This design comes from an exercise in tuning for small area and a short achievable clock period on the open sky130 flow, not from production work. In this exercise RTL edits were held to simulation tests only and were not proved equivalent to the original. Power and IR drop assume default switching activity.

--- flow/config.mk ---
export PLATFORM = sky130hd
export DESIGN_NAME = rv_pipe
export DESIGN_NICKNAME = rv_pipe
export VERILOG_FILES = /design/flow/design.v
export SDC_FILE = /design/flow/constraint.sdc
export NUM_CORES = 4
export LEC_CHECK = 0
export CAP_MARGIN = 20
export CORE_MARGIN = 2
export CORE_UTILIZATION = 45
export CTS_CLUSTER_DIAMETER = 80
export CTS_CLUSTER_SIZE = 24
export SETUP_SLACK_MARGIN = 4.3
export SLEW_MARGIN = 20
export SYNTH_HIERARCHICAL = 1
export TNS_END_PERCENT = 10
--- flow/constraint.sdc ---
create_clock -name core_clock -period 7.0 [get_ports {i_clk}]
set_input_delay 1.4000 -clock core_clock [delete_from_list [all_inputs] [get_ports {i_clk}]]
set_output_delay 1.4000 -clock core_clock [all_outputs]
set_load 0.01 [all_outputs]
--- flow/design.v ---
package rv_pipe_pkg;
  localparam int XLEN = 32;
  localparam int REG_AW = 5;
endpackage
module rv_c_aoi222 (
  input  logic i_a1, input logic i_b1,
  input  logic i_a2, input logic i_b2,
  input  logic i_a3, input logic i_b3,
  output logic o_y
);
  assign o_y = ~((i_a1 & i_b1) | (i_a2 & i_b2) | (i_a3 & i_b3));
endmodule
module rv_c_aoi22 (
  input  logic i_a1, input logic i_b1,
  input  logic i_a2, input logic i_b2,
  output logic o_y
);
  assign o_y = ~((i_a1 & i_b1) | (i_a2 & i_b2));
endmodule
module rv_c_nand2 (input logic i_a, input logic i_b, output logic o_y);
  assign o_y = ~(i_a & i_b);
endmodule
module rv_c_nand3 (input logic i_a, input logic i_b, input logic i_c, output logic o_y);
  assign o_y = ~(i_a & i_b & i_c);
endmodule
module rv_c_nand4 (input logic i_a, input logic i_b, input logic i_c, input logic i_d,
                   output logic o_y);
  assign o_y = ~(i_a & i_b & i_c & i_d);
endmodule
module rv_c_nor3 (input logic i_a, input logic i_b, input logic i_c, output logic o_y);
  assign o_y = ~(i_a | i_b | i_c);
endmodule
module rv_c_ao222 (
  input  logic i_a1, input logic i_b1,
  input  logic i_a2, input logic i_b2,
  input  logic i_a3, input logic i_b3,
  output logic o_y
);
  assign o_y = (i_a1 & i_b1) | (i_a2 & i_b2) | (i_a3 & i_b3);
endmodule
module rv_c_nor2 (input logic i_a, input logic i_b, output logic o_y);
  assign o_y = ~(i_a | i_b);
endmodule
module rv_c_nand2b (input logic i_a, input logic i_b_n, output logic o_y);
  assign o_y = ~(i_a & ~i_b_n);
endmodule
module rv_c_aoi22b (
  input  logic i_a1, input logic i_b1,
  input  logic i_a2, input logic i_b2_n,
  output logic o_y
);
  assign o_y = ~((i_a1 & i_b1) | (i_a2 & ~i_b2_n));
endmodule
`timescale 1ns/100ps
module rv_regfile (
  input  logic [32*31-1:0] i_q,
  input  logic [31:1]      i_sel,
  output logic [31:0]      o_data
);
  logic [31:0] sel;
  assign sel = {i_sel, 1'b0};
  for (genvar j = 0; j < 32; j++) begin : g_bit
    logic [10:0] y;
    logic [3:0]  z;
    logic [1:0]  w;
    for (genvar k = 0; k < 10; k++) begin : g_aoi
      rv_c_aoi222 u_aoi (
        .i_a1(sel[3*k+1]), .i_b1(i_q[32*(3*k)   + j]),
        .i_a2(sel[3*k+2]), .i_b2(i_q[32*(3*k+1) + j]),
        .i_a3(sel[3*k+3]), .i_b3(i_q[32*(3*k+2) + j]),
        .o_y (y[k])
      );
    end
    rv_c_nand2 u_n31 (.i_a(sel[31]), .i_b(i_q[32*30 + j]), .o_y(y[10]));
    rv_c_nand3 u_z0 (.i_a(y[0]), .i_b(y[1]), .i_c(y[2]), .o_y(z[0]));
    rv_c_nand3 u_z1 (.i_a(y[3]), .i_b(y[4]), .i_c(y[5]), .o_y(z[1]));
    rv_c_nand3 u_z2 (.i_a(y[6]), .i_b(y[7]), .i_c(y[8]), .o_y(z[2]));
    rv_c_nand2 u_z3 (.i_a(y[9]), .i_b(y[10]), .o_y(z[3]));
    rv_c_nor2  u_w0 (.i_a(z[0]), .i_b(z[1]), .o_y(w[0]));
    rv_c_nor2  u_w1 (.i_a(z[2]), .i_b(z[3]), .o_y(w[1]));
    rv_c_nand2 u_o  (.i_a(w[0]), .i_b(w[1]), .o_y(o_data[j]));
  end
endmodule
`timescale 1ns/100ps
module rv_alu (
  input  logic [31:0] i_a,
  input  logic [31:0] i_b,
  input  logic [4:0]  i_shamt,
  input  logic [31:0] i_sh,
  input  logic        i_sub,
  input  logic        i_csh,
  input  logic        i_xor,
  input  logic        i_or,
  input  logic        i_and,
  input  logic        i_slt,
  input  logic        i_sltu,
  input  logic        i_sra,
  output logic [31:0] o_add,
  output logic [31:0] o_shlg
);
  logic [31:0] sum;
  logic        cout;
  rv_add32 u_add (
    .i_a   (i_a),
    .i_b   (i_b),
    .i_sub (i_sub),
    .o_sum (sum),
    .o_cout(cout)
  );
  logic sgn_d, k1, k2;
  assign sgn_d = i_a[31] ^ i_b[31];
  assign k1 = (i_slt & ~sgn_d) | i_sltu;
  assign k2 = (~(i_slt | i_sltu) & sum[0]) | (i_slt & sgn_d & i_a[31]);
  rv_c_lt u_lt (.i_c(cout), .i_k1(k1), .i_k2(k2), .o_y(o_add[0]));
  assign o_add[31:1] = sum[31:1];
  logic        fill;
  logic [31:0] lv [0:5];
  assign fill  = i_sra & i_a[31];
  assign lv[0] = i_sh;
  for (genvar k = 0; k < 5; k++) begin : g_lvl
    for (genvar j = 0; j < 32; j++) begin : g_bit
      logic hi;
      if (j + (1 << k) < 32) begin : g_in
        assign hi = lv[k][j + (1 << k)];
      end else begin : g_fill
        assign hi = (k % 2 == 0) ? fill : ~fill;
      end
      rv_c_mux2i u_m (.i_a0(lv[k][j]), .i_a1(hi), .i_s(i_shamt[k]), .o_y(lv[k+1][j]));
    end
  end
  logic [31:0] lg;
  assign lg = ({32{i_xor}} & (i_a ^ i_b)) |
              ({32{i_or}}  & (i_a | i_b)) |
              ({32{i_and}} & (i_a & i_b));
  for (genvar j = 0; j < 32; j++) begin : g_out
    rv_c_selnl u_o (.i_s(i_csh), .i_a_n(lv[5][j]), .i_b(lg[j]), .o_y(o_shlg[j]));
  end
endmodule
module rv_c_mux2i (input logic i_a0, input logic i_a1, input logic i_s, output logic o_y);
  assign o_y = ~(i_s ? i_a1 : i_a0);
endmodule
module rv_c_selnl (input logic i_s, input logic i_a_n, input logic i_b, output logic o_y);
  assign o_y = i_s ? ~i_a_n : i_b;
endmodule
module rv_c_lt (input logic i_c, input logic i_k1, input logic i_k2, output logic o_y);
  assign o_y = i_k2 | (i_k1 & ~i_c);
endmodule
module rv_add32 (
  input  logic [31:0] i_a,
  input  logic [31:0] i_b,
  input  logic        i_sub,
  output logic [31:0] o_sum,
  output logic        o_cout
);
  logic [31:0] gg [0:5];
  logic [31:0] tt [0:5];
  logic [31:0] x;
  rv_ks_g0 u_g0 (.i_a(i_a[0]), .i_b(i_b[0]), .i_sub(i_sub), .o_gn(gg[0][0]));
  assign tt[0][0] = 1'b0;
  for (genvar j = 1; j < 32; j++) begin : g_pg
    rv_ks_g u_g (.i_a(i_a[j]), .i_b(i_b[j]), .i_sub(i_sub), .o_gn(gg[0][j]), .o_tn(tt[0][j]));
  end
  for (genvar j = 0; j < 32; j++) begin : g_x
    rv_ks_x u_x (.i_a(i_a[j]), .i_b(i_b[j]), .i_sub(i_sub), .o_x(x[j]));
  end
  for (genvar l = 0; l < 5; l++) begin : g_lvl
    for (genvar j = 0; j < 32; j++) begin : g_node
      if (j < (1 << l)) begin : g_pass
        rv_ks_inv u_i (.i_a(gg[l][j]), .o_y(gg[l+1][j]));
        assign tt[l+1][j] = 1'b0;
      end else if (l % 2 == 0) begin : g_np
        rv_ks_np u_c (.i_gh(gg[l][j]), .i_th(tt[l][j]), .i_gl(gg[l][j-(1<<l)]),
                      .i_tl(tt[l][j-(1<<l)]), .o_g(gg[l+1][j]), .o_t(tt[l+1][j]));
      end else begin : g_pn
        rv_ks_pn u_c (.i_gh(gg[l][j]), .i_th(tt[l][j]), .i_gl(gg[l][j-(1<<l)]),
                      .i_tl(tt[l][j-(1<<l)]), .o_g(gg[l+1][j]), .o_t(tt[l+1][j]));
      end
    end
  end
  for (genvar j = 0; j < 32; j++) begin : g_s
    rv_ks_x2 u_s (.i_a(x[j]), .i_b(j == 0 ? i_sub : gg[5][j-1]), .o_y(o_sum[j]));
  end
  assign o_cout = gg[5][31];
endmodule
module rv_ks_g0 (input logic i_a, input logic i_b, input logic i_sub, output logic o_gn);
  logic b;
  assign b = i_b ^ i_sub;
  assign o_gn = ~((i_a & b) | ((i_a | b) & i_sub));
endmodule
module rv_ks_g (input logic i_a, input logic i_b, input logic i_sub,
                output logic o_gn, output logic o_tn);
  logic b;
  assign b = i_b ^ i_sub;
  assign o_gn = ~(i_a & b);
  assign o_tn = ~(i_a | b);
endmodule
module rv_ks_x (input logic i_a, input logic i_b, input logic i_sub, output logic o_x);
  assign o_x = i_a ^ i_b ^ i_sub;
endmodule
module rv_ks_x2 (input logic i_a, input logic i_b, output logic o_y);
  assign o_y = i_a ^ i_b;
endmodule
module rv_ks_inv (input logic i_a, output logic o_y);
  assign o_y = ~i_a;
endmodule
module rv_ks_np (input logic i_gh, input logic i_th, input logic i_gl, input logic i_tl,
                 output logic o_g, output logic o_t);
  assign o_g = ~(i_gh & (i_th | i_gl));
  assign o_t = ~(i_th | i_tl);
endmodule
module rv_ks_pn (input logic i_gh, input logic i_th, input logic i_gl, input logic i_tl,
                 output logic o_g, output logic o_t);
  assign o_g = ~(i_gh | (i_th & i_gl));
  assign o_t = ~(i_th & i_tl);
endmodule
`timescale 1ns/100ps
module rv_bypass_sel (
  input  logic       i_fa1,
  input  logic       i_fa2,
  input  logic       i_fb1,
  input  logic       i_fb2,
  input  logic       i_cadd,     
  input  logic       i_cshlg,    
  input  logic       i_sll,      
  input  logic       i_slt,      
  input  logic       i_dsll,     
  output logic [5:0] o_sa,
  output logic [5:0] o_sb,
  output logic [8:0] o_ss
);
  assign o_sa = {i_fa2, i_fa1 & i_sll, i_fa1 & i_cshlg & ~i_sll,
                 i_fa1 & i_cadd & ~i_slt, i_fa1 & i_cadd, ~i_fa1 & ~i_fa2};
  assign o_sb = {i_fb2, i_fb1 & i_sll, i_fb1 & i_cshlg & ~i_sll,
                 i_fb1 & i_cadd & ~i_slt, i_fb1 & i_cadd, ~i_fb1 & ~i_fb2};
  assign o_ss = {i_fa2 & i_dsll, i_fa2 & ~i_dsll,
                 i_fa1 & i_cshlg & (i_sll ^ i_dsll), i_fa1 & i_cshlg & ~(i_sll ^ i_dsll),
                 i_fa1 & i_cadd & ~i_slt & i_dsll, i_fa1 & i_cadd & i_dsll,
                 i_fa1 & i_cadd & ~i_slt & ~i_dsll, i_fa1 & i_cadd & ~i_dsll,
                 ~i_fa1 & ~i_fa2};
endmodule
module rv_forward_unit (
  input  logic [5:0]  i_sa0,   
  input  logic [5:0]  i_sa1,
  input  logic [5:0]  i_sb0,
  input  logic [5:0]  i_sb1,
  input  logic [8:0]  i_ss0,   
  input  logic [8:0]  i_ss1,   
  input  logic [31:0] i_a,
  input  logic [31:0] i_b,
  input  logic [31:0] i_add,
  input  logic [31:0] i_shlg,
  input  logic [31:0] i_x_n,
  output logic [31:0] o_a,
  output logic [31:0] o_b,
  output logic [4:0]  o_shamt,
  output logic [31:0] o_sh
);
  for (genvar j = 0; j < 32; j++) begin : g_bit
    logic [5:0] sa, sb;
    logic [8:0] ss;
    logic       sa_add, sb_add, ss_add, ss_addr;
    logic [2:0] ya, yb;
    logic [3:0] ys;
    assign sa = (j < 16) ? i_sa0 : i_sa1;
    assign sb = (j < 16) ? i_sb0 : i_sb1;
    assign ss = (j < 16) ? i_ss0 : i_ss1;
    assign sa_add  = (j == 0)  ? sa[1] : sa[2];
    assign sb_add  = (j == 0)  ? sb[1] : sb[2];
    assign ss_add  = (j == 0)  ? ss[1] : ss[2];
    assign ss_addr = (j == 31) ? ss[3] : ss[4];
    rv_c_aoi22  u_a0 (.i_a1(sa[0]), .i_b1(i_a[j]), .i_a2(sa_add), .i_b2(i_add[j]), .o_y(ya[0]));
    rv_c_aoi22  u_a1 (.i_a1(sa[3]), .i_b1(i_shlg[j]), .i_a2(sa[4]), .i_b2(i_shlg[31-j]), .o_y(ya[1]));
    rv_c_nand2b u_a2 (.i_a(sa[5]), .i_b_n(i_x_n[j]), .o_y(ya[2]));
    rv_c_nand3  u_a  (.i_a(ya[0]), .i_b(ya[1]), .i_c(ya[2]), .o_y(o_a[j]));
    rv_c_aoi22  u_b0 (.i_a1(sb[0]), .i_b1(i_b[j]), .i_a2(sb_add), .i_b2(i_add[j]), .o_y(yb[0]));
    rv_c_aoi22  u_b1 (.i_a1(sb[3]), .i_b1(i_shlg[j]), .i_a2(sb[4]), .i_b2(i_shlg[31-j]), .o_y(yb[1]));
    rv_c_nand2b u_b2 (.i_a(sb[5]), .i_b_n(i_x_n[j]), .o_y(yb[2]));
    rv_c_nand3  u_b  (.i_a(yb[0]), .i_b(yb[1]), .i_c(yb[2]), .o_y(o_b[j]));
    if (j < 5) begin : g_shamt
      logic [2:0] yt;
      rv_c_aoi22  u_t0 (.i_a1(sb[0]), .i_b1(i_b[j]), .i_a2(sb_add), .i_b2(i_add[j]), .o_y(yt[0]));
      rv_c_aoi22  u_t1 (.i_a1(sb[3]), .i_b1(i_shlg[j]), .i_a2(sb[4]), .i_b2(i_shlg[31-j]), .o_y(yt[1]));
      rv_c_nand2b u_t2 (.i_a(sb[5]), .i_b_n(i_x_n[j]), .o_y(yt[2]));
      rv_c_nand3  u_t  (.i_a(yt[0]), .i_b(yt[1]), .i_c(yt[2]), .o_y(o_shamt[j]));
    end
    rv_c_aoi22  u_s0 (.i_a1(ss[0]), .i_b1(i_a[j]), .i_a2(ss_add), .i_b2(i_add[j]), .o_y(ys[0]));
    rv_c_aoi22  u_s1 (.i_a1(ss_addr), .i_b1(i_add[31-j]), .i_a2(ss[5]), .i_b2(i_shlg[j]), .o_y(ys[1]));
    rv_c_aoi22b u_s2 (.i_a1(ss[6]), .i_b1(i_shlg[31-j]), .i_a2(ss[7]), .i_b2_n(i_x_n[j]), .o_y(ys[2]));
    rv_c_nand2b u_s3 (.i_a(ss[8]), .i_b_n(i_x_n[31-j]), .o_y(ys[3]));
    rv_c_nand4  u_s  (.i_a(ys[0]), .i_b(ys[1]), .i_c(ys[2]), .i_d(ys[3]), .o_y(o_sh[j]));
  end
endmodule
`timescale 1ns/100ps
module rv_pipe (
  input  logic                           i_clk,
  input  logic                           i_rst_n,
  input  logic                           i_instr_vld,
  input  logic [rv_pipe_pkg::XLEN-1:0]   i_instr,
  input  logic [rv_pipe_pkg::XLEN-1:0]   i_pc,
  output logic                           o_wb_vld,
  output logic [rv_pipe_pkg::REG_AW-1:0] o_wb_addr,
  output logic [rv_pipe_pkg::XLEN-1:0]   o_wb_data
);
  function automatic logic [31:0] rev(input logic [31:0] v);
    for (int i = 0; i < 32; i++) rev[i] = v[31-i];
  endfunction
  logic        f_vld;
  logic [31:0] f_ins;
  logic [31:0] f_pc;
  logic [31:1] f_rs1_oh, f_rs2_oh;    
  always_ff @(posedge i_clk) begin
    f_vld <= i_rst_n & i_instr_vld;
    f_ins <= i_instr;
    f_pc  <= i_pc;
    for (int i = 1; i < 32; i++) begin
      f_rs1_oh[i] <= (i_instr[19:15] == 5'(i));
      f_rs2_oh[i] <= (i_instr[24:20] == 5'(i));
    end
  end
  logic [6:0] opc;
  logic [2:0] f3;
  logic [6:0] f7;
  logic [4:0] rd, rs1, rs2;
  logic       is_reg, is_imm, is_lui, is_auipc, is_alu;
  logic       alt, ok, d_wen;
  logic       use_rs1, use_rs2;
  assign opc = f_ins[6:0];
  assign rd  = f_ins[11:7];
  assign f3  = f_ins[14:12];
  assign rs1 = f_ins[19:15];
  assign rs2 = f_ins[24:20];
  assign f7  = f_ins[31:25];
  assign is_reg   = (opc == 7'b0110011);
  assign is_imm   = (opc == 7'b0010011);
  assign is_lui   = (opc == 7'b0110111);
  assign is_auipc = (opc == 7'b0010111);
  assign is_alu   = is_reg | is_imm;
  assign alt      = (f7 == 7'b0100000);
  always_comb begin
    if (is_reg)
      ok = (f7 == 7'b0) || (alt && (f3 == 3'b000 || f3 == 3'b101));
    else if (is_imm)
      ok = (f3 == 3'b001) ? (f7 == 7'b0) :
           (f3 == 3'b101) ? (f7 == 7'b0 || alt) : 1'b1;
    else
      ok = is_lui | is_auipc;
  end
  assign d_wen   = f_vld & ok & (rd != 5'd0);
  assign use_rs1 = is_alu;
  assign use_rs2 = is_reg;
  logic d_sub, d_cadd, d_csh, d_cshlg, d_sll;
  logic d_xor, d_or, d_and, d_slt, d_sltu, d_sra;
  assign d_cadd  = ~is_alu | (f3 == 3'b000) | (f3 == 3'b010) | (f3 == 3'b011);
  assign d_cshlg = ~d_cadd;
  assign d_csh   = is_alu & (f3 == 3'b001 || f3 == 3'b101);
  assign d_sub  = is_alu & ((is_reg & (f3 == 3'b000) & f_ins[30]) ||
                            f3 == 3'b010 || f3 == 3'b011);
  assign d_sll  = d_csh & ~f3[2];
  assign d_slt  = is_alu & (f3 == 3'b010);
  assign d_sltu = is_alu & (f3 == 3'b011);
  assign d_xor  = (f3 == 3'b100);
  assign d_or   = (f3 == 3'b110);
  assign d_and  = (f3 == 3'b111);
  assign d_sra  = f_ins[30];
  logic [31:0] imm_i, imm_u;
  assign imm_i = {{20{f_ins[31]}}, f_ins[31:20]};
  assign imm_u = {f_ins[31:12], 12'b0};
  logic        w_wen;
  logic [4:0]  w_rd;
  logic [31:0] w_res;
  logic [31:0] rf_wd;
  logic [31:0] rf_q [1:31];
  logic [31:0] rf_rs1, rf_rs2;
  assign rf_wd = w_res;
  logic [31:1] w_we;
  for (genvar i = 1; i < 32; i++) begin : g_rf
    always_ff @(posedge i_clk) begin
      if (w_we[i]) rf_q[i] <= rf_wd;
    end
  end
  logic [32*31-1:0] rf_all;
  for (genvar i = 1; i < 32; i++) begin : g_rfa
    assign rf_all[32*(i-1) +: 32] = rf_q[i];
  end
  rv_regfile u_rd1 (.i_q(rf_all), .i_sel(f_rs1_oh), .o_data(rf_rs1));
  rv_regfile u_rd2 (.i_q(rf_all), .i_sel(f_rs2_oh), .o_data(rf_rs2));
  logic [31:0] d_a, d_b;
  logic        sa_rf, sa_rev, sa_pc, sb_rf, sb_immi, sb_immu;
  assign sa_rf   = is_alu & ~d_sll;
  assign sa_rev  = d_sll;
  assign sa_pc   = is_auipc;
  assign sb_rf   = is_reg;
  assign sb_immi = is_imm;
  assign sb_immu = ~is_alu;
  for (genvar j = 0; j < 32; j++) begin : g_dop
    rv_c_ao222 u_a (.i_a1(sa_rf), .i_b1(rf_rs1[j]), .i_a2(sa_rev), .i_b2(rf_rs1[31-j]),
                    .i_a3(sa_pc), .i_b3(f_pc[j]), .o_y(d_a[j]));
    rv_c_ao222 u_b (.i_a1(sb_rf), .i_b1(rf_rs2[j]), .i_a2(sb_immi), .i_b2(imm_i[j]),
                    .i_a3(sb_immu), .i_b3(imm_u[j]), .o_y(d_b[j]));
  end
  logic       e_wen;
  logic [4:0] e_rd;
  logic       e_cadd, e_cshlg, e_sll;
  logic       fa1, fa2, fb1, fb2;
  assign fa1 = use_rs1 & e_wen & (e_rd == rs1);
  assign fb1 = use_rs2 & e_wen & (e_rd == rs2);
  assign fa2 = use_rs1 & w_wen & (w_rd == rs1) & ~fa1;
  assign fb2 = use_rs2 & w_wen & (w_rd == rs2) & ~fb1;
  logic [31:0] e_a, e_b;
  logic [5:0]  e_sa0, e_sa1, e_sb0, e_sb1;
  logic [8:0]  e_ss0, e_ss1;
  logic [5:0]  d_sa0, d_sa1, d_sb0, d_sb1;
  logic [8:0]  d_ss0, d_ss1;
  logic        e_sltany;
  rv_bypass_sel u_sel0 (.i_fa1(fa1), .i_fa2(fa2), .i_fb1(fb1), .i_fb2(fb2),
                        .i_cadd(e_cadd), .i_cshlg(e_cshlg), .i_sll(e_sll), .i_slt(e_sltany),
                        .i_dsll(d_sll), .o_sa(d_sa0), .o_sb(d_sb0), .o_ss(d_ss0));
  rv_bypass_sel u_sel1 (.i_fa1(fa1), .i_fa2(fa2), .i_fb1(fb1), .i_fb2(fb2),
                        .i_cadd(e_cadd), .i_cshlg(e_cshlg), .i_sll(e_sll), .i_slt(e_sltany),
                        .i_dsll(d_sll), .o_sa(d_sa1), .o_sb(d_sb1), .o_ss(d_ss1));
  logic        e_sub, e_csh, e_xor, e_or, e_and, e_slt, e_sltu, e_sra;
  always_ff @(posedge i_clk) begin
    if (!i_rst_n) e_wen <= 1'b0;
    else          e_wen <= d_wen;
    e_rd   <= rd;
    e_a    <= d_a;
    e_b    <= d_b;
    e_sa0  <= d_sa0;
    e_sa1  <= d_sa1;
    e_sb0  <= d_sb0;
    e_sb1  <= d_sb1;
    e_ss0  <= d_ss0;
    e_ss1  <= d_ss1;
    e_sltany <= d_slt | d_sltu;
    e_cadd  <= d_cadd;
    e_cshlg <= d_cshlg;
    e_csh   <= d_csh;
    e_sll  <= d_sll;
    e_sub  <= d_sub;
    e_xor  <= d_xor;
    e_or   <= d_or;
    e_and  <= d_and;
    e_slt  <= d_slt;
    e_sltu <= d_sltu;
    e_sra  <= d_sra;
  end
  logic [31:0] w_add, w_shlg;
  logic [3:0]  w_s0, w_s1, e_ws0, e_ws1;
  rv_wres_sel u_ws0 (.i_rst_n(i_rst_n), .i_cadd(e_cadd), .i_cshlg(e_cshlg), .i_sll(e_sll),
                     .i_slt(e_sltany), .o_s(e_ws0));
  rv_wres_sel u_ws1 (.i_rst_n(i_rst_n), .i_cadd(e_cadd), .i_cshlg(e_cshlg), .i_sll(e_sll),
                     .i_slt(e_sltany), .o_s(e_ws1));
  logic [31:0] a, b, sh;
  logic [4:0]  shamt;
  logic [31:0] x_res_n;
  rv_forward_unit u_fwd (
    .i_sa0   (e_sa0),
    .i_sa1   (e_sa1),
    .i_sb0   (e_sb0),
    .i_sb1   (e_sb1),
    .i_ss0   (e_ss0),
    .i_ss1   (e_ss1),
    .i_a     (e_a),
    .i_b     (e_b),
    .i_add   (w_add),
    .i_shlg  (w_shlg),
    .i_x_n   (x_res_n),
    .o_a     (a),
    .o_b     (b),
    .o_shamt (shamt),
    .o_sh    (sh)
  );
  logic [31:0] x_add, x_shlg;
  rv_alu u_alu (
    .i_a     (a),
    .i_b     (b),
    .i_shamt (shamt),
    .i_sh    (sh),
    .i_sub   (e_sub),
    .i_csh   (e_csh),
    .i_xor   (e_xor),
    .i_or    (e_or),
    .i_and   (e_and),
    .i_slt   (e_slt),
    .i_sltu  (e_sltu),
    .i_sra   (e_sra),
    .o_add   (x_add),
    .o_shlg  (x_shlg)
  );
  always_ff @(posedge i_clk) begin
    for (int i = 1; i < 32; i++) w_we[i] <= ~i_rst_n | (e_wen & (e_rd == 5'(i)));
  end
  always_ff @(posedge i_clk) begin
    if (!i_rst_n) w_wen <= 1'b0;
    else          w_wen <= e_wen;
    w_rd   <= e_rd;
    w_add   <= x_add;
    w_shlg  <= x_shlg;
    w_s0    <= e_ws0;
    w_s1    <= e_ws1;
  end
  for (genvar j = 0; j < 32; j++) begin : g_wres
    logic [3:0] s;
    logic       y0, y1;
    assign s = (j < 16) ? w_s0 : w_s1;
    rv_c_aoi22 u_y0 (.i_a1(j == 0 ? s[0] : s[1]), .i_b1(w_add[j]), .i_a2(s[2]),
                     .i_b2(w_shlg[j]), .o_y(y0));
    rv_c_nand2 u_y1 (.i_a(s[3]), .i_b(w_shlg[31-j]), .o_y(y1));
    rv_c_nand2 u_r  (.i_a(y0), .i_b(y1), .o_y(w_res[j]));
  end
  always_ff @(posedge i_clk) begin
    if (!i_rst_n) o_wb_vld <= 1'b0;
    else          o_wb_vld <= w_wen;
    o_wb_addr <= w_rd;
    o_wb_data <= w_res;
    x_res_n   <= ~w_res;
  end
endmodule
module rv_wres_sel (
  input  logic       i_rst_n,
  input  logic       i_cadd,
  input  logic       i_cshlg,
  input  logic       i_sll,
  input  logic       i_slt,
  output logic [3:0] o_s
);
  assign o_s = {4{i_rst_n}} & {i_sll, i_cshlg & ~i_sll, i_cadd & ~i_slt, i_cadd};
endmodule
--- flow/flow/run.sh ---
#!/bin/bash
# The standard layout (the standard.sh, same synthesis script), with:
#  - ABC_LOAD_IN_FF=2: abc maps for a 2 fF load instead of 5 fF, so that
#    the small cells of the design get minimum-size gates (timing repair
#    upsizes the ones on critical paths);
set -o pipefail
bash standard.sh ABC_LOAD_IN_FF=2 \
  CTS_ARGS="-sink_clustering_enable -repair_clock_nets -dont_use_dummy_load -sink_clustering_size 24 -sink_clustering_max_diameter 80" \
  finish > standard.log 2>&1
--- flow/standard.sh ---
#!/bin/bash
# synth_recipe.tcl (not shown) runs the flow's synth.tcl, then flattens the netlist and writes it again
# the make line also repeats each setting of config.mk as NAME=value (left out here)
make -C /OpenROAD-flow-scripts/flow DESIGN_CONFIG=/design/flow/config.mk WORK_HOME=/design/flow/orfs CLKGATE_MAP_FILE= SYNTH_SCRIPT=/design/flow/synth_recipe.tcl "${@:-finish}"
==> results of run 1 <==
final cells by class:
| type | count | area, µm² | share of cell area [%] |
|---|---|---|---|
| Inverter | 264 | 995 | 1.51 |
| Sequential cell | 1417 | 38400 | 58.3 |
| Timing Repair Buffer | 239 | 2040 | 3.10 |
| Clock buffer | 82 | 2050 | 3.11 |
| Antenna cell | 3 | 7.51 | 0.0114 |
| Timing Repair inverter | 1 | 5.00 | 0.00760 |
| Multi-Input combinational cell | 2720 | 20200 | 30.6 |
| Tap cell | 1755 | 2200 | 3.33 |
per-stage QoR:
stage	util, %	instances	setup WS, ps	cell area, µm²
floorplan	-	4433	3710	59300
finish	50.2	6481	4090	65900
global route	50.2	6479	4050	65900
CTS	50.0	6477	4050	65600
detailed placement	48.4	6392	3540	63500
global placement	48.4	6391	3570	63400
worst max-delay path: stages, from the launching register on:
cell	delay, ps
dfxtp_1	640
a22oi_1	420
nand4_1	450
mux2i_1	340
mux2i_1	160
mux2i_1	230
mux2i_1	110
mux2i_1	210
mux2i_1	100
flip-flops by register name, indices dropped and copies added, names as in the netlist, 6 cells and up:
name	flops
e_a	32
e_b	32
e_sa0	6
e_sb0	6
e_ss0	8
e_ss1	8
f_ins	32
f_pc	32
f_rs1_oh	31
f_rs2_oh	31
o_wb_data	32
rf_q	992
w_add	32
w_shlg	32
w_we	31
x_res_n	32
layer usage:
layer / vias to the layer above / track usage [%]
li1: 18900 / -
met1: 23100 / 46.2
met2: 4045 / 51.4
met3: 643 / 9.60
met4: 10 / 19.5
met5: - / 0
power by group:
part	switching, mW	total [mW]	internal (mW)
sequential	0.418	9.97	9.56
combinational	0.958	1.32	0.364
clock	2.67	4.75	2.08
final timing paths:
check | slack (ps) | depth (start not counted) | to
setup / recovery | 4090 | 8 | w_shlg[8]$_DFF_P_
hold / removal | 350 | 0 | e_rd[0]$_DFF_P_
setup reg to reg | 4090 | 8 | w_shlg[8]$_DFF_P_
hold reg to reg | 350 | 0 | e_rd[0]$_DFF_P_
what timing repair did:
item                       4_1_cts  5_1_grt
buffers inserted                 1        0
cloned                           2        0
resized for setup               46      104
pin swaps                        2        0
setup endpoints to repair      106      123
==> reports/qor.csv, run 1 <==
stage;metric;value;unit
worst_setup_path;Crit. End Element;register;
global_routing;initial antenna violation count;18;
floorplan;Die W;367;µm
routing;Routed Antenna Nets;0;
finish;commonest non-fill, non-tap cell in the layout;edfxtp_1;
routing;Post-route DRC;0;
global_routing;first-pass GRT wire length;331000;µm
worst_hold_path;Hold Path Origin;f_ins[7]$_DFF_P_;
outcome;status;no timing/DRC/antenna violations;
clock_tree;CTS clock-pin slew for the worst setup and hold paths;90;ps
worst_setup_path;Critical path origin;e_ss0[0]$_DFF_P_;
finish;share of layout cells above drive strength 1;8.07;%
clock_tree;Longest Clk Path Bufs;3;
sta;worst-margin pin slew;1170;ps
worst_hold_path;Hold WC Path Type;register to register;
floorplan;I/O pin cnt;105;
sta;final hold vios;0;
routing;DR vias/cell;7.20;
sta;period utilization;41.6;%
sta;# setup viols final;0;
finish;Area Overhead vs Synth;11.2;%
clock_tree;hold buffer count at CTS;0;
floorplan;die height;367;µm
yosys;Avg Cell Area, Syn;13.4;µm²
routing;met1 wire length;89500;µm
power;leakage;24.5;nW
place;gpl congestion;1.04;
floorplan;Initial Util;45.2;%
routing;detailed-router iteration count before antenna repair;12;
global_routing;largest net degree at the start of global routing;66;
place;PortBufs;104;
clock_tree;Clk Tree Root Cell;clkbuf_16;
yosys;Mapped Area;59300;µm²
floorplan;Die ar.;135000;µm²
yosys;Post-Synthesis Cells;4422;
finish;Nets;4856;
clock_tree;CTS tree;yes;
worst_setup_path;Critical Path RT;7500;ps
finish;filler cell count;11500;
clock_tree;clock latency at the later pin of the worst-skew pair;740;ps
routing;met3 WL;34600;µm
worst_setup_path;Critical Path Start Type;register;
global_routing;vias in the first global route;43100;
sta;final worst path period need;2910;ps
sta;final slew viol count;0;
global_routing;GRT Residual Overflow;0;
sta;Max-slew headroom;21.8;%
power;overall power;16.0;mW
routing;Iteration-0 DRC Markers;11200;
floorplan;row cnt;133;
routing;wire length per cell;37.6;µm
routing;via count;46700;
worst_setup_path;kind of critical path;register to register;
worst_setup_path;r2r startpoint;e_ss0[0]$_DFF_P_;
run;max cap viols;0;
floorplan;Core Area;131000;µm²
sta;Achievable Freq;344;MHz
clock_tree;total CTS buffers;82;
yosys;Yosys warnings;15;
worst_setup_path;Worst Path Max Fanout;16;
power;Pwr Density;244;nW/µm²
sta;Min Hold Slack;349;ps
global_routing;GRT Resource Usage Total;34.8;%
finish;commonest cells after routing, fill and taps aside;edfxtp_1, a222oi_1, nand2_1;
sta;Worst Skew;98.5;ps
routing;DR top layer;met5;
power;Worst VDD drop;0.000183;V
sta;Setup TNS Final;0;ps
sta;RSZ-0062 raised after global routing;true;
routing;met2 wire length;103000;µm
routing;Total Wirelength;244000;µm
worst_setup_path;CP arrival;3410;ps
place;DP HPWL;151000;µm
clock_tree;Clock Sink Count;1417;
clock_tree;H-tree levels;3;
==> run 2, diff against run 1 <==
--- a/flow/flow/run.sh
+++ b/flow/flow/run.sh
@@ -3,7 +3,12 @@
 #  - ABC_LOAD_IN_FF=2: abc maps for a 2 fF load instead of 5 fF, so that
 #    the small cells of the design get minimum-size gates (timing repair
 #    upsizes the ones on critical paths);
+#  - the port buffers are buf_4 cells (buffer_ports otherwise picks a slow
+#    delay buffer for them).
+# make's full output goes to standard.log; ORFS's per-step logs stay under
+# orfs/logs.
 set -o pipefail
 bash standard.sh ABC_LOAD_IN_FF=2 \
   CTS_ARGS="-sink_clustering_enable -repair_clock_nets -dont_use_dummy_load -sink_clustering_size 24 -sink_clustering_max_diameter 80" \
+  BUFFER_PORTS_ARGS="-buffer_cell sky130_fd_sc_hd__buf_4" \
   finish > standard.log 2>&1
==> reports/qor.csv, run 2 <==
stage;metric;value;unit
outcome;status;no timing/DRC/antenna violations;
floorplan;row cnt;133;
finish;largest reg by FF count;rf_q;
sta;Max-slew headroom;20.6;%
clock_tree;Longest Clk Path Bufs;3;
routing;Routed Antenna Nets;0;
worst_setup_path;Crit path max-delay family;compound AO/OA/AOI/OAI gates;
run;max cap viols;0;
finish;area of the multi-input gates;20200;µm²
finish;Nets;4855;
worst_setup_path;Critical Path RT;7520;ps
routing;via count;46400;
sta;RSZ-0062 raised after global routing;true;
global_routing;initial antenna violation count;10;
place;Post-DP Area;63100;µm²
floorplan;Die ar.;135000;µm²
worst_setup_path;most frequent CP cell;a222oi_1;
routing;wire length per cell;37.5;µm
place;gpl congestion;1.01;
finish;register area;38400;µm²
yosys;Yosys warnings;15;
routing;detailed-router iteration count before antenna repair;11;
finish;Area Overhead vs Synth;11.0;%
routing;Post-route DRC;0;
global_routing;vias in the first global route;42600;
floorplan;die height;367;µm
clock_tree;CTS clock-pin slew for the worst setup and hold paths;100;ps
sta;final setup margin;4110;ps
place;post-place setup slack;3490;ps
routing;Iteration-0 DRC Markers;11200;
floorplan;Die W;367;µm
routing;DR vias/cell;7.16;
clock_tree;clock latency at the later pin of the worst-skew pair;730;ps
finish;commonest cells after routing, fill and taps aside;edfxtp_1, a222oi_1, nand2_1;
worst_setup_path;Worst Path Max Fanout;32;
place;PortBufs;104;
worst_hold_path;Hold WC Path Type;register to register;
finish;design area;65800;µm²
clock_tree;hold buffer count at CTS;0;
global_routing;GRT Resource Usage Total;34.6;%
finish;number of flip-flops in the largest register;992;
sta;# setup viols final;0;
clock_tree;total CTS buffers;80;
global_routing;GRT Residual Overflow;0;
clock_tree;Clock Sink Count;1417;
place;DP HPWL;153000;µm
power;Pwr Density;243;nW/µm²
worst_setup_path;crit path buf inv count;2;
clock_tree;CTS tree;yes;
worst_setup_path;Critical Path Start Type;register;
sta;period utilization;41.3;%
routing;Total Wirelength;243000;µm
finish;commonest non-fill, non-tap cell in the layout;edfxtp_1;
yosys;Post-Synthesis Cells;4422;
worst_setup_path;Crit. End Element;register;
sta;final hold vios;0;
global_routing;largest net degree at the start of global routing;66;
finish;Final Core Density;50.2;%
sta;final slew viol count;0;
finish;share of layout cells above drive strength 1;10.4;%
sta;Achievable Freq;346;MHz
finish;filler cell count;11500;
floorplan;Initial Util;45.2;%
sta;worst-margin pin slew;1190;ps
worst_setup_path;worst path cell trace;buf_8, a222oi_1, nand3_1, nor2_1, nand2_1, a222oi_1, inv_1;
clock_tree;H-tree levels;3;
yosys;Avg Cell Area, Syn;13.4;µm²
sta;final worst path period need;2890;ps
worst_setup_path;CP arrival;3410;ps
power;leakage;24.5;nW
clock_tree;Clk Tree Root Cell;clkbuf_16;
global_routing;first-pass GRT wire length;329000;µm
floorplan;I/O pin cnt;105;
power;Worst VDD drop;0.000190;V
worst_setup_path;Slowest cell on crit path;a222oi_1;
worst_setup_path;slowest cell delay on critical path;1010;ps
sta;Worst Skew;100;ps
floorplan;Core Area;131000;µm²
yosys;Mapped Area;59300;µm²
worst_setup_path;kind of critical path;register to register;
sta;Setup TNS Final;0;ps
sta;Min Hold Slack;351;ps
## run 2: report_power, final
part | internal, mW | switching [mW]
clock network | 2.03 | 2.66
logic | 0.360 | 0.924
registers | 9.56 | 0.455
total | 12.0 | 4.03
## run 2: area by class of cell
class | count | share of cell area, %
Timing Repair Buffer | 240 | 3.00
Tap cell | 1755 | 3.34
Inverter | 264 | 1.51
Clock buffer | 80 | 3.04
Sequential cell | 1417 | 58.4
Antenna cell | 5 | 0.0190
Multi-Input combinational cell | 2720 | 30.7
Timing Repair inverter | 1 | 0.00761
## run 2: per-stage QoR
stage | std cells | total power [mW]
floorplan | 4433 | 10.6
global placement | 6387 | 11.4
detailed placement | 6387 | 11.4
CTS | 6471 | 15.9
global route | 6479 | 16.4
finish | 6482 | 16.0
## run 2: path summary, 6_finish.rpt
kind,startpoint,end,slack [ps],cells after the start
worst max-delay path,f_rs2_oh[21]$_DFF_P_,e_b[0]$_DFF_P_,4110,7
worst min-delay path,f_ins[7]$_DFF_P_,e_rd[0]$_DFF_P_,350,0
worst max register to register,f_rs2_oh[21]$_DFF_P_,e_b[0]$_DFF_P_,4110,7
worst min register to register,f_ins[7]$_DFF_P_,e_rd[0]$_DFF_P_,350,0
## run 2: repair_timing
action                     in CTS  in global routing
pin swaps                       4                 18
cloned                          2                  1
gates resized for setup        36                130
setup buffers                   2                  5
setup endpoints to repair      76                 87
## run 2: metal layers
metal / up-vias / wire [µm] / track usage (%)
li1: 18900 / - / -
met1: 23000 / 88900 / 46.6
met2: 3828 / 103000 / 50.4
met3: 612 / 35300 / 9.60
met4: 4 / 15800 / 19.1
met5: - / 23 / 0.107
## run 2: worst reg2reg max path: stages, from the launching register on
cell and delay [ps]:
dfxtp_1 340, buf_8 200, a222oi_1 470, nand3_1 250, nor2_1 200, nand2_1 70
a222oi_1 1010, inv_1 130
==> run 3, diff against run 2 <==
--- a/flow/config.mk
+++ b/flow/config.mk
@@ -10,7 +10,6 @@
 export CORE_UTILIZATION = 45
 export CTS_CLUSTER_DIAMETER = 80
 export CTS_CLUSTER_SIZE = 24
-export SETUP_SLACK_MARGIN = 4.3
+export SETUP_SLACK_MARGIN = 4.35
 export SLEW_MARGIN = 20
 export SYNTH_HIERARCHICAL = 1
-export TNS_END_PERCENT = 10
==> reports/qor.csv, run 3 <==
stage;metric;value;unit
outcome;status;no timing/DRC/antenna violations;
global_routing;GRT Resource Usage Total;35.1;%
finish;number of flip-flops in the largest register;992;
power;Pwr Density;241;nW/µm²
clock_tree;Clk Tree Root Cell;clkbuf_16;
sta;Achievable Freq;362;MHz
finish;area of the multi-input gates;20600;µm²
worst_setup_path;kind of critical path;register to register;
clock_tree;Longest Clk Path Bufs;3;
floorplan;Die ar.;135000;µm²
finish;share of layout cells above drive strength 1;12.8;%
sta;worst-margin pin slew;1240;ps
sta;# setup viols final;0;
power;leakage;24.7;nW
sta;Min Hold Slack;359;ps
global_routing;M3 GR Usage;9.17;%
yosys;Avg Cell Area, Syn;13.4;µm²
clock_tree;CTS tree;yes;
global_routing;GRT Residual Overflow;0;
worst_setup_path;Critical Path Start Type;register;
finish;register area;38500;µm²
global_routing;gr busiest metal;met2;
place;gpl congestion;1.00;
yosys;Post-Synthesis Cells;4422;
floorplan;die height;367;µm
worst_setup_path;Critical Path RT;7620;ps
clock_tree;hold buffer count at CTS;0;
sta;final hold vios;0;
sta;Worst Skew;91.8;ps
place;Post-DP Area;63200;µm²
power;Sw Pwr;4.05;mW
floorplan;I/O pin cnt;105;
clock_tree;clock latency at the later pin of the worst-skew pair;740;ps
power;clock power share;29.3;%
sta;final setup margin;4230;ps
routing;Iteration-0 DRC Markers;11400;
clock_tree;Clock Sink Count;1417;
global_routing;GR Util met1;48.1;%
finish;Area Overhead vs Synth;11.9;%
yosys;Mapped Area;59300;µm²
sta;final slew viol count;0;
floorplan;Die W;367;µm
finish;design area;66300;µm²
routing;Total Wirelength;246000;µm
sta;period utilization;39.5;%
routing;Post-route DRC;0;
routing;wire length per cell;37.9;µm
run;max cap viols;0;
power;sw frac;25.3;%
worst_setup_path;Worst Path Max Fanout;32;
power;combinational power share;8.3;%
global_routing;GRT met2 Usage;52.4;%
global_routing;vias in the first global route;42600;
sta;Setup TNS Final;0;ps
finish;commonest cells after routing, fill and taps aside;edfxtp_1, a222oi_1, nand2_1;
floorplan;Core Area;131000;µm²
clock_tree;CTS clock-pin slew for the worst setup and hold paths;100;ps
finish;filler cell count;11500;
sta;final worst path period need;2770;ps
sta;Max-slew headroom;17.3;%
worst_setup_path;CP arrival;3390;ps
routing;detailed-router iteration count before antenna repair;17;
floorplan;Initial Util;45.2;%
yosys;Yosys warnings;15;
clock_tree;H-tree levels;3;
worst_hold_path;Hold Path Origin;f_ins[9]$_DFF_P_;
global_routing;first-pass GRT wire length;334000;µm
power;P_int;12.0;mW
clock_tree;total CTS buffers;80;
routing;Routed Antenna Nets;0;
worst_setup_path;Critical path origin;f_rs2_oh[7]$_DFF_P_;
place;PortBufs;104;
floorplan;row cnt;133;
worst_setup_path;Crit. End Element;register;
global_routing;largest net degree at the start of global routing;47;
routing;DR vias/cell;7.23;
finish;Nets;4871;
power;Worst VDD drop;0.000166;V
routing;via count;47000;
global_routing;initial antenna violation count;12;
finish;largest reg by FF count;rf_q;
finish;commonest non-fill, non-tap cell in the layout;edfxtp_1;
power;Seq pwr share;62.4;%
worst_hold_path;Hold WC Path Type;register to register;
place;post-place setup slack;3320;ps
place;DP HPWL;153000;µm
power;overall power;16.0;mW
worst_setup_path;r2r startpoint;f_rs2_oh[7]$_DFF_P_;
sta;RSZ-0062 raised after global routing;true;
## run 3: per-stage QoR
step                std cells  utilization, %
finish                   6502            50.6
global route             6494            50.6
CTS                      6472            50.0
detailed placement       6388            48.2
global placement         6387            48.1
floorplan                4433               -
## run 3: worst paths after layout
| kind | to | slack, ps | depth (start not counted) |
|---|---|---|---|
| max reg2reg | e_b[11]$_DFF_P_ | 4230 | 7 |
| min | e_rd[2]$_DFF_P_ | 360 | 0 |
| max | e_b[11]$_DFF_P_ | 4230 | 7 |
| min reg2reg | e_rd[2]$_DFF_P_ | 360 | 0 |
## run 3: worst max-delay path: stages, from the launching register on
cell	delay, ps
dfxtp_1	310
buf_4	310
a222oi_1	490
nand3_1	130
nor2_1	580
nand2_1	190
a222oi_1	530
inv_1	80
## run 3: power by group through the flow
stage | registers (mW) | clock network (mW) | logic [mW]
after floorplan | 10.1 | 0 | 0.536
after detailed placement | 10.2 | 0 | 1.24
final | 9.99 | 4.69 | 1.33
after global routing | 10.0 | 4.99 | 1.36
after CTS | 9.96 | 4.72 | 1.25
after global placement | 10.1 | 0 | 1.23
## run 3: layout make-up
cell class,instances,share of cell area (%)
inverter,264,1.50
multi-input combinational,2721,31.1
timing repair buffer,255,3.05
sequential,1417,58.0
clock buffer,80,3.02
timing repair inverter,1,0.00755
tap,1755,3.31
antenna,9,0.0340
## run 3: layer usage
layer	vias to the layer above	routed length, µm
met4	10	13800
met1	23400	91700
li1	19000	-
met3	643	35200
met5	-	68
met2	4042	106000
## run 3: timing repair
item	CTS	global route
buffers inserted	2	20
pin swaps	7	27
cloned	2	1
gates resized for setup	102	155
endpoints found under the setup margin	86	116
==> run 4, diff against run 3 <==
--- a/flow/config.mk
+++ b/flow/config.mk
@@ -7,7 +7,7 @@
 export LEC_CHECK = 0
 export CAP_MARGIN = 20
 export CORE_MARGIN = 2
-export CORE_UTILIZATION = 45
+export CORE_UTILIZATION = 55
 export CTS_CLUSTER_DIAMETER = 80
 export CTS_CLUSTER_SIZE = 24
 export SETUP_SLACK_MARGIN = 4.35
==> reports/qor.csv, run 4 <==
stage;metric;value;unit
sta;Max-slew headroom;16.8;%
place;DP HPWL;154000;µm
clock_tree;Clock Sink Count;1417;
floorplan;Die ar.;110000;µm²
finish;number of flip-flops in the largest register;992;
sta;worst-margin pin slew;1250;ps
routing;Routed Antenna Nets;0;
place;post-place setup slack;3450;ps
global_routing;first-pass GRT wire length;331000;µm
floorplan;Die W;332;µm
routing;DR vias/cell;7.74;
sta;final hold vios;0;
place;PortBufs;104;
finish;Area Overhead vs Synth;10.9;%
sta;Achievable Freq;363;MHz
global_routing;GRT Resource Usage Total;42.6;%
power;Pwr Density;242;nW/µm²
finish;Final Core Density;61.5;%
clock_tree;Clk Tree Root Cell;clkbuf_16;
routing;Total Wirelength;244000;µm
finish;share of layout cells above drive strength 1;13.6;%
global_routing;vias in the first global route;43200;
worst_setup_path;Crit. End Element;register;
yosys;Yosys warnings;15;
clock_tree;CTS tree;yes;
routing;Iteration-0 DRC Markers;12100;
sta;Setup TNS Final;0;ps
worst_setup_path;CP arrival;3240;ps
routing;wire length per cell;39.6;µm
global_routing;GRT Residual Overflow;0;
routing;detailed-router iteration count before antenna repair;13;
finish;Post-Layout Cell Count;6148;
sta;Worst Skew;81.6;ps
clock_tree;Longest Clk Path Bufs;3;
clock_tree;CTS clock-pin slew for the worst setup and hold paths;90;ps
clock_tree;hold buffer count at CTS;0;
global_routing;largest net degree at the start of global routing;46;
place;DP Cell Count;6036;
power;leakage;24.7;nW
floorplan;Initial Util;55.4;%
clock_tree;clock latency at the later pin of the worst-skew pair;710;ps
routing;via count;47600;
worst_setup_path;Critical Path RT;7480;ps
sta;final setup margin;4250;ps
sta;period utilization;39.3;%
sta;RSZ-0062 raised after global routing;true;
outcome;status;no timing/DRC/antenna violations;
power;Worst VDD drop;0.000195;V
run;max cap viols;0;
clock_tree;total CTS buffers;74;
worst_setup_path;Worst Path Max Fanout;18;
worst_hold_path;Hold WC Path Type;register to register;
yosys;Avg Cell Area, Syn;13.4;µm²
yosys;Mapped Area;59300;µm²
floorplan;Core Area;107000;µm²
floorplan;die height;332;µm
sta;final worst path period need;2750;ps
finish;commonest cells after routing, fill and taps aside;edfxtp_1, a222oi_1, nand2_1;
worst_setup_path;Critical Path Start Type;register;
finish;largest reg by FF count;rf_q;
sta;# setup viols final;0;
yosys;Post-Synthesis Cells;4422;
floorplan;row cnt;120;
finish;Nets;4862;
sta;final slew viol count;0;
place;gpl congestion;1.03;
worst_setup_path;kind of critical path;register to register;
finish;commonest non-fill, non-tap cell in the layout;edfxtp_1;
sta;Min Hold Slack;404;ps
floorplan;I/O pin cnt;105;
routing;Post-route DRC;0;
global_routing;initial antenna violation count;25;
clock_tree;H-tree levels;3;
==> run 4: worst max-delay path: stages (launching register included) <==
cell and delay, ps:
dfxtp_1 1010, a22oi_1 210, nand2_1 940, buf_4 400
==> run 4: metal layers <==
| layer | part of all wire (%) | track usage [%] | vias to the layer above |
|---|---|---|---|
| li1 | - | - | 19000 |
| met1 | 36 | 58.6 | 23500 |
| met2 | 42 | 62.6 | 4404 |
| met3 | 16 | 13.4 | 746 |
| met4 | 5.6 | 17.9 | 34 |
| met5 | 0.12 | 0 | - |
==> run 4: power by group <==
part | total [mW] | switching [mW] | internal [mW] | leakage, nW
Combinational | 1.35 | 0.977 | 0.377 | 10.2
Clock | 4.48 | 2.59 | 1.89 | 0.912
Sequential | 10.1 | 0.502 | 9.56 | 13.7
==> run 4: final timing paths <==
kind | from | endpoint | slack [ps] | depth (start not counted)
setup / recovery | w_s1[1]$_DFF_P_ | rf_q[12][30]$_DFFE_PP_ | 4250 | 3
hold / removal | f_ins[11]$_DFF_P_ | e_rd[4]$_DFF_P_ | 400 | 0
setup reg to reg | w_s1[1]$_DFF_P_ | rf_q[12][30]$_DFFE_PP_ | 4250 | 3
hold reg to reg | f_ins[11]$_DFF_P_ | e_rd[4]$_DFF_P_ | 400 | 0
==> run 4: per-stage QoR <==
step	area, µm²	power, mW
floorplan	59300	10.6
global placement	62700	11.4
detailed placement	62700	11.4
CTS	65100	15.8
global route	65700	16.2
finish	65700	15.9
==> run 4: what timing repair did <==
item	4_1_cts	5_1_grt
pin swaps	5	20
hold endpoints to repair	0	0
gates resized for setup	151	143
cloned	2	1
setup buffers	4	14
setup endpoints to repair	108	99
==> run 4: cell type report <==
class	instances	area, µm²
fill	8475	41200
multi-input combinational	2721	20700
clock buffer	74	1850
timing repair inverter	1	5.00
timing repair buffer	252	1930
antenna	16	40.0
tap	1403	1760
inverter	264	997
sequential	1417	38500
==> run 5, diff against run 4 <==
--- a/flow/design.v
+++ b/flow/design.v
@@ -41,16 +41,6 @@
 module rv_c_nor2 (input logic i_a, input logic i_b, output logic o_y);
   assign o_y = ~(i_a | i_b);
 endmodule
-module rv_c_nand2b (input logic i_a, input logic i_b_n, output logic o_y);
-  assign o_y = ~(i_a & ~i_b_n);
-endmodule
-module rv_c_aoi22b (
-  input  logic i_a1, input logic i_b1,
-  input  logic i_a2, input logic i_b2_n,
-  output logic o_y
-);
-  assign o_y = ~((i_a1 & i_b1) | (i_a2 & ~i_b2_n));
-endmodule
 `timescale 1ns/100ps
 module rv_regfile (
   input  logic [32*31-1:0] i_q,
@@ -249,7 +239,7 @@
   input  logic [31:0] i_b,
   input  logic [31:0] i_add,
   input  logic [31:0] i_shlg,
-  input  logic [31:0] i_x_n,
+  input  logic [31:0] i_x,
   output logic [31:0] o_a,
   output logic [31:0] o_b,
   output logic [4:0]  o_shamt,
@@ -270,23 +260,23 @@
     assign ss_addr = (j == 31) ? ss[3] : ss[4];
     rv_c_aoi22  u_a0 (.i_a1(sa[0]), .i_b1(i_a[j]), .i_a2(sa_add), .i_b2(i_add[j]), .o_y(ya[0]));
     rv_c_aoi22  u_a1 (.i_a1(sa[3]), .i_b1(i_shlg[j]), .i_a2(sa[4]), .i_b2(i_shlg[31-j]), .o_y(ya[1]));
-    rv_c_nand2b u_a2 (.i_a(sa[5]), .i_b_n(i_x_n[j]), .o_y(ya[2]));
+    rv_c_nand2  u_a2 (.i_a(sa[5]), .i_b(i_x[j]), .o_y(ya[2]));
     rv_c_nand3  u_a  (.i_a(ya[0]), .i_b(ya[1]), .i_c(ya[2]), .o_y(o_a[j]));
     rv_c_aoi22  u_b0 (.i_a1(sb[0]), .i_b1(i_b[j]), .i_a2(sb_add), .i_b2(i_add[j]), .o_y(yb[0]));
     rv_c_aoi22  u_b1 (.i_a1(sb[3]), .i_b1(i_shlg[j]), .i_a2(sb[4]), .i_b2(i_shlg[31-j]), .o_y(yb[1]));
-    rv_c_nand2b u_b2 (.i_a(sb[5]), .i_b_n(i_x_n[j]), .o_y(yb[2]));
+    rv_c_nand2  u_b2 (.i_a(sb[5]), .i_b(i_x[j]), .o_y(yb[2]));
     rv_c_nand3  u_b  (.i_a(yb[0]), .i_b(yb[1]), .i_c(yb[2]), .o_y(o_b[j]));
     if (j < 5) begin : g_shamt
       logic [2:0] yt;
       rv_c_aoi22  u_t0 (.i_a1(sb[0]), .i_b1(i_b[j]), .i_a2(sb_add), .i_b2(i_add[j]), .o_y(yt[0]));
       rv_c_aoi22  u_t1 (.i_a1(sb[3]), .i_b1(i_shlg[j]), .i_a2(sb[4]), .i_b2(i_shlg[31-j]), .o_y(yt[1]));
-      rv_c_nand2b u_t2 (.i_a(sb[5]), .i_b_n(i_x_n[j]), .o_y(yt[2]));
+      rv_c_nand2  u_t2 (.i_a(sb[5]), .i_b(i_x[j]), .o_y(yt[2]));
       rv_c_nand3  u_t  (.i_a(yt[0]), .i_b(yt[1]), .i_c(yt[2]), .o_y(o_shamt[j]));
     end
     rv_c_aoi22  u_s0 (.i_a1(ss[0]), .i_b1(i_a[j]), .i_a2(ss_add), .i_b2(i_add[j]), .o_y(ys[0]));
     rv_c_aoi22  u_s1 (.i_a1(ss_addr), .i_b1(i_add[31-j]), .i_a2(ss[5]), .i_b2(i_shlg[j]), .o_y(ys[1]));
-    rv_c_aoi22b u_s2 (.i_a1(ss[6]), .i_b1(i_shlg[31-j]), .i_a2(ss[7]), .i_b2_n(i_x_n[j]), .o_y(ys[2]));
-    rv_c_nand2b u_s3 (.i_a(ss[8]), .i_b_n(i_x_n[31-j]), .o_y(ys[3]));
+    rv_c_aoi22  u_s2 (.i_a1(ss[6]), .i_b1(i_shlg[31-j]), .i_a2(ss[7]), .i_b2(i_x[j]), .o_y(ys[2]));
+    rv_c_nand2  u_s3 (.i_a(ss[8]), .i_b(i_x[31-j]), .o_y(ys[3]));
     rv_c_nand4  u_s  (.i_a(ys[0]), .i_b(ys[1]), .i_c(ys[2]), .i_d(ys[3]), .o_y(o_sh[j]));
   end
 endmodule
@@ -452,7 +442,6 @@
                      .i_slt(e_sltany), .o_s(e_ws1));
   logic [31:0] a, b, sh;
   logic [4:0]  shamt;
-  logic [31:0] x_res_n;
   rv_forward_unit u_fwd (
     .i_sa0   (e_sa0),
     .i_sa1   (e_sa1),
@@ -464,7 +453,7 @@
     .i_b     (e_b),
     .i_add   (w_add),
     .i_shlg  (w_shlg),
-    .i_x_n   (x_res_n),
+    .i_x     (o_wb_data),
     .o_a     (a),
     .o_b     (b),
     .o_shamt (shamt),
@@ -513,7 +502,6 @@
     else          o_wb_vld <= w_wen;
     o_wb_addr <= w_rd;
     o_wb_data <= w_res;
-    x_res_n   <= ~w_res;
   end
 endmodule
 module rv_wres_sel (
--- a/flow/config.mk
+++ b/flow/config.mk
@@ -7,7 +7,7 @@
 export LEC_CHECK = 0
 export CAP_MARGIN = 20
 export CORE_MARGIN = 2
-export CORE_UTILIZATION = 55
+export CORE_UTILIZATION = 45
 export CTS_CLUSTER_DIAMETER = 80
 export CTS_CLUSTER_SIZE = 24
 export SETUP_SLACK_MARGIN = 4.35
==> reports/qor.csv, run 5 <==
stage;metric;value;unit
worst_hold_path;Hold WC Path Type;register to register;
worst_setup_path;crit path buf inv count;2;
power;Pwr Density;237;nW/µm²
sta;worst-margin pin slew;1210;ps
floorplan;row cnt;131;
clock_tree;CTS tree;yes;
sta;Setup TNS Final;0;ps
worst_setup_path;R2R Path End;e_a[31]$_DFF_P_;
sta;final slew viol count;0;
global_routing;first-pass GRT wire length;333000;µm
worst_setup_path;Reg2Reg Setup Slack;4260;ps
finish;commonest cells after routing, fill and taps aside;edfxtp_1, a222oi_1, nand2_1;
routing;wire length per cell;39.3;µm
finish;Nets;4867;
place;gpl congestion;1.04;
place;DP HPWL;153000;µm
finish;Area Overhead vs Synth;14.4;%
floorplan;Core Area;128000;µm²
place;DP Cell Count;6202;
finish;largest reg by FF count;rf_q;
routing;Routed Antenna Nets;0;
routing;Total Wirelength;252000;µm
sta;final worst path period need;2740;ps
place;post-place setup slack;3470;ps
worst_setup_path;Worst Setup EP;e_a[31]$_DFF_P_;
routing;Iteration-0 DRC Markers;12300;
yosys;Avg Cell Area, Syn;13.4;µm²
clock_tree;clock latency at the later pin of the worst-skew pair;760;ps
routing;via count;47500;
global_routing;initial antenna violation count;8;
finish;share of layout cells above drive strength 1;15.1;%
worst_setup_path;worst path cell trace;buf_12, a222oi_1, nand3_1, nor2_2, nand2_2, a222oi_1, inv_1;
finish;filler cell count;10900;
finish;register area;38000;µm²
global_routing;GRT Resource Usage Total;36.1;%
clock_tree;H-tree levels;3;
worst_setup_path;Worst Path Max Fanout;32;
routing;Post-route DRC;0;
floorplan;I/O pin cnt;105;
clock_tree;hold buffer count at CTS;0;
sta;final hold vios;0;
finish;area of the multi-input gates;20300;µm²
finish;number of flip-flops in the largest register;992;
worst_setup_path;Critical Path Start Type;register;
sta;RSZ-0062 raised after global routing;true;
worst_setup_path;CP arrival;3260;ps
finish;commonest non-fill, non-tap cell in the layout;edfxtp_1;
routing;DR vias/cell;7.42;
clock_tree;Longest Clk Path Bufs;3;
yosys;Post-Synthesis Cells;4326;
clock_tree;Clock Sink Count;1385;
sta;Min Hold Slack;321;ps
finish;Post-Layout Cell Count;6399;
worst_setup_path;Critical path origin;f_rs1_oh[21]$_DFF_P_;
routing;detailed-router iteration count before antenna repair;13;
worst_setup_path;kind of critical path;register to register;
yosys;Mapped Area;58100;µm²
worst_setup_path;r2r startpoint;f_rs1_oh[21]$_DFF_P_;
run;max cap viols;0;
sta;final setup margin;4260;ps
worst_setup_path;Crit path depth;7;
worst_setup_path;Slowest cell on crit path;a222oi_1;
floorplan;Die ar.;132000;µm²
worst_setup_path;slowest cell delay on critical path;920;ps
yosys;Yosys warnings;15;
power;Worst VDD drop;0.000189;V
worst_setup_path;Crit path max-delay family;compound AO/OA/AOI/OAI gates;
sta;Max-slew headroom;19.4;%
global_routing;GRT Residual Overflow;0;
floorplan;Die W;363;µm
floorplan;Initial Util;45.5;%
worst_setup_path;Crit. End Element;register;
clock_tree;Clk Tree Root Cell;clkbuf_16;
outcome;status;no timing/DRC/antenna violations;
clock_tree;total CTS buffers;78;
sta;period utilization;39.1;%
place;PortBufs;104;
sta;Achievable Freq;365;MHz
power;leakage;24.7;nW
worst_setup_path;Critical Path RT;7520;ps
sta;# setup viols final;0;
global_routing;vias in the first global route;42600;
floorplan;die height;363;µm
sta;Worst Skew;90.2;ps
global_routing;largest net degree at the start of global routing;51;
worst_setup_path;most frequent CP cell;a222oi_1;
worst_setup_path;R2R depth;7;
clock_tree;CTS clock-pin slew for the worst setup and hold paths;90;ps
==> run 5: cell types whose count changed in the layout (fill, tap and decap cells not counted), sizes merged, moves of 13 or more <==
cell / previous run / this run
nand2: 351 / 452
nand2b: 112 / 11
buf: 252 / 332
inv: 263 / 199
dfxtp: 425 / 393
clkbuf: 74 / 93
diode: 16 / 3
==> run 5: worst min path at each step <==
| stage | start | to | slack, ps | cells after the start |
|---|---|---|---|---|
| 3_3_place_gp | f_ins[7]$_DFF_P_ | e_rd[0]$_DFF_P_ | 330 | 0 |
| 5_1_grt | f_ins[10]$_DFF_P_ | e_rd[3]$_DFF_P_ | 330 | 0 |
| 3_5_place_dp | f_ins[11]$_DFF_P_ | e_rd[4]$_DFF_P_ | 330 | 0 |
| 2_1_floorplan | f_ins[11]$_DFF_P_ | e_rd[4]$_DFF_P_ | 320 | 0 |
| 6_report | f_ins[10]$_DFF_P_ | e_rd[3]$_DFF_P_ | 320 | 0 |
| 4_1_cts | f_ins[10]$_DFF_P_ | e_rd[3]$_DFF_P_ | 340 | 0 |
==> run 5: layer usage <==
layer	part of all wire, %	GRT usage [%]	up-vias
li1	-	-	18900
met1	36	48.6	23600
met2	43	53.9	4252
met3	15	9.47	714
met4	6.5	17.9	2
met5	0.0028	0.0363	-
==> run 5: where the power goes <==
part | switching [mW] | leakage, nW | internal [mW]
clock network | 2.59 | 0.961 | 1.98
logic | 0.968 | 10.3 | 0.396
registers | 0.442 | 13.4 | 9.35
==> run 5: metrics by stage <==
stage | util [%] | instance area, µm² | total power, mW
5_1_grt | 52.0 | 66500 | 16.1
6_report | 52.0 | 66500 | 15.7
3_5_place_dp | 48.4 | 61900 | 11.2
3_3_place_gp | 48.4 | 61900 | 11.1
2_1_floorplan | - | 58200 | 10.4
4_1_cts | 50.8 | 65000 | 15.6
==> run 5: area by class of cell <==
class                      count  area share (%)
antenna                        3          0.0113
clock buffer                  78            2.93
inverter                     200            1.14
multi-input combinational   2721            30.5
sequential                  1385            57.1
tap                         1662            3.13
timing repair buffer         349            5.20
timing repair inverter         1         0.00752
==> run 5: timing repair <==
item                                    in CTS  in global routing
endpoints found under the setup margin     150                 81
buffers inserted                            39                 56
gates cloned                                 4                 15
resized for setup                          237                194
endpoints found under the hold margin        0                  0
pin swaps                                   27                 37

[port drivers added, routing unchanged]
In the flow no input, the clock included, has a driving cell. The finished layouts below were timed again as built, in two steps.
Step 1: set_driving_cell puts a clkbuf_16 on i_clk and a buf_2 on each other input, an assumption about the parent block.
Step 2, shift: input delay + t, output delay - t, t = (earliest + latest rising clock arrival at the registers) / 2. This alone moves slack from input paths to output paths.
Slacks: no drivers / after step 1 / after step 2; pairs: no drivers / after step 1.
run	t, ns	slack for setup (ns)	clock arrival spread, ns
run 1	0.770	4.091 / 4.023 / 3.970	0.104 / 0.104
run 2	0.763	4.110 / 4.110 / 4.110	0.101 / 0.101
run 3	0.776	4.235 / 4.235 / 4.235	0.095 / 0.095
run 4	0.738	4.247 / 4.247 / 4.247	0.083 / 0.084
run 5	0.787	4.263 / 4.244 / 4.263	0.100 / 0.099
After both steps setup and hold are still met in every run listed. The setup slack of run 1, which loses most, moves by -0.068 ns with the drivers and by -0.121 ns with both steps.
